This is an optimization exercise on Yosys and OpenROAD, whose aim is small area and a short achievable clock period, not a production implementation. In this exercise RTL edits were held to simulation tests only and were not proved equivalent to the original. Power is estimated from default activity; no workload was simulated.

// panel_fb_arbiter
module panel_fb_arbiter (
    input  logic       i_clock,
    input  logic       i_reset,
    input  logic       i_rd_req,
    input  logic [4:0] i_rd_row,
    input  logic [5:0] i_rd_col,
    output logic       o_rd_gnt,
    output logic       o_rd_valid,
    output logic [2:0] o_rd_data,
    input  logic       i_frame_end,
    input  logic       i_wr_valid,
    input  logic [5:0] i_wr_x,
    input  logic [4:0] i_wr_y,
    input  logic [2:0] i_wr_rgb,
    output logic       o_wr_ready,
    output logic       o_wr_err,
    input  logic       i_swap_req,
    output logic       o_swap_done,
    output logic       o_display_bank
);
    logic       r_pending;
    logic       r_display_bank;
    logic       r_swap_done;
    logic [1:0] r_starve_cnt;
    logic       r_host_wins;
    logic       r_rd_valid;
    logic [2:0] r_rd_data;
    logic       r_wr_err;
    logic       w_pending_next;
    logic [1:0] w_starve_next;
    logic       w_wr_ready;
    logic       w_rd_gnt;
    logic       w_wr_fire;
    logic       w_flip;
    logic       w_rd_oob;
    logic       w_wr_oob;
    logic       w_wr_store;
    logic [1023:0] w_we;
    logic [2:0] w_mem [0:1023];
  ...
Size in the first run: ~6400 cells after synthesis, about 110000 um^2 of cells after synthesis.
==> flow/config.mk <==
export PLATFORM = sky130hd
export DESIGN_NAME = panel_fb_arbiter
export DESIGN_NICKNAME = panel_fb_arbiter
export VERILOG_FILES = /design/flow/design.v
export SDC_FILE = /design/flow/constraint.sdc
export NUM_CORES = 4
export LEC_CHECK = 0
export CAP_MARGIN = 20
export CORE_MARGIN = 2
export CORE_UTILIZATION = 60
export CTS_CLUSTER_DIAMETER = 100
export CTS_CLUSTER_SIZE = 25
export PLACE_DENSITY = 0.7
export SETUP_SLACK_MARGIN = 2.0
export SLEW_MARGIN = 20
export SYNTH_HIERARCHICAL = 1
==> flow/constraint.sdc <==
create_clock -name core_clock -period 5.0 [get_ports {i_clock}]
set_input_delay 1.0000 -clock core_clock [delete_from_list [all_inputs] [get_ports {i_clock}]]
set_output_delay 1.0000 -clock core_clock [all_outputs]
set_load 0.01 [all_outputs]
standard.sh (not shown) runs the stock make flow with config.mk's settings and CLKGATE_MAP_FILE= SYNTH_SCRIPT=/design/flow/synth_recipe.tcl, a recipe that flattens the netlist after the stock synthesis.
==> flow/flow/run.sh <==
#!/bin/bash
# Own flow: the standard layout (standard.sh, all steps to finish), with the port
# buffers that placement inserts on every input and output made buf_4 cells instead of
# the default pick (a delay buffer). Everything else is the standard flow.
# The make output goes to standard_flow.log here; ORFS keeps each step's log in orfs/logs.
set -euo pipefail
export BUFFER_PORTS_ARGS="-buffer_cell sky130_fd_sc_hd__buf_4"
bash standard.sh > standard_flow.log 2>&1
Next try:
--- a/flow/config.mk
+++ b/flow/config.mk
@@ -11,6 +11,5 @@
 export CTS_CLUSTER_DIAMETER = 100
 export CTS_CLUSTER_SIZE = 25
-export PLACE_DENSITY = 0.7
-export SETUP_SLACK_MARGIN = 2.0
+export SETUP_SLACK_MARGIN = 2.2
 export SLEW_MARGIN = 20
 export SYNTH_HIERARCHICAL = 1
=> The changed run completed with no timing, DRC or antenna violations. Setup slack got worse by 0.064 ns. Design area rises slightly. Non-clock buffer count rises by 60. Die area stays the same. Final cell count grows slightly. Wire length goes up by a few percent. Clock power stays flat. Worst hold slack improved by 0.049 ns. Register-to-register slack gets worse by 0.09 ns.
Next try:
--- a/flow/config.mk
+++ b/flow/config.mk
@@ -8,8 +8,9 @@
 export CAP_MARGIN = 20
 export CORE_MARGIN = 2
-export CORE_UTILIZATION = 60
+export CORE_UTILIZATION = 65
 export CTS_CLUSTER_DIAMETER = 100
 export CTS_CLUSTER_SIZE = 25
-export SETUP_SLACK_MARGIN = 2.2
+export PLACE_DENSITY = 0.72
+export SETUP_SLACK_MARGIN = 2.3
 export SLEW_MARGIN = 20
 export SYNTH_HIERARCHICAL = 1
=> The new run ran to the end with no violations. Worst setup slack loses 0.053 ns. Sequential share of layout area went up by 0.42 points. Final cell count went down by 2.3%. Routed wire length went down by 3.2%.
Next try:
--- a/flow/config.mk
+++ b/flow/config.mk
@@ -8,9 +8,9 @@
 export CAP_MARGIN = 20
 export CORE_MARGIN = 2
-export CORE_UTILIZATION = 65
+export CORE_UTILIZATION = 60
 export CTS_CLUSTER_DIAMETER = 100
 export CTS_CLUSTER_SIZE = 25
-export PLACE_DENSITY = 0.72
-export SETUP_SLACK_MARGIN = 2.3
+export PLACE_DENSITY = 0.7
+export SETUP_SLACK_MARGIN = 2.2
 export SLEW_MARGIN = 20
 export SYNTH_HIERARCHICAL = 1
What happened: Via count grows slightly; count of clock-buffer cells in the layout shrinks by 2; wire length grows by a few percent; worst hold slack improved by 0.042 ns; die area grows by a little under a tenth.
Next try:
--- a/flow/config.mk
+++ b/flow/config.mk
@@ -11,6 +11,5 @@
 export CTS_CLUSTER_DIAMETER = 100
 export CTS_CLUSTER_SIZE = 25
-export PLACE_DENSITY = 0.7
-export SETUP_SLACK_MARGIN = 2.2
+export SETUP_SLACK_MARGIN = 2.0
 export SLEW_MARGIN = 20
 export SYNTH_HIERARCHICAL = 1
Effect: The new run finished clean. Wire length went down by a few percent. Critical path depth came out higher by 1. Total power barely changes. Setup slack degrades by 0.093 ns. Area after synthesis stays the same. Hold slack gets better by 0.038 ns. Sequential power hardly moves. Clock-buffer cell count climbs by 2. Flip-flop and latch count does not change.

## static timing again, ports no longer ideal
Ports are ideal in the flow. The routed layouts listed here were re-timed in OpenROAD.
Step 1 (the two cells are an assumption about what drives the block):
set clk [get_ports {i_clock}]
set_driving_cell -lib_cell sky130_fd_sc_hd__clkbuf_16 $clk
set_driving_cell -lib_cell sky130_fd_sc_hd__buf_2 [delete_from_list [all_inputs] $clk]
Step 2 moves the port delays by t, midway between the first and last clock arrival at a register: inputs arrive t later, outputs are due t later. That takes back most of the time a late clock gives input paths.
Three values: ideal ports, drivers, drivers and shift; two values: the first two.
run	t (ns)	setup WS [ns]	hold slack, ns	worst setup path at the end
the first run	0.931	1.825 / 1.830 / 0.899	0.278 / 0.209 / 0.567	input to register
the second run	0.918	1.761 / 1.725 / 0.807	0.327 / 0.264 / 0.625	input to register
the third run	0.934	1.707 / 1.746 / 0.812	0.243 / 0.165 / 0.630	input to register
the fourth run	0.935	1.863 / 1.857 / 0.922	0.285 / 0.216 / 0.566	input to register
the fifth run	0.922	1.769 / 1.767 / 0.845	0.323 / 0.261 / 0.621	input to register
After both steps every run listed still meets setup and hold. For the second run, which loses most, drivers alone change the setup slack by -0.036 ns; drivers and shift together by -0.954 ns.
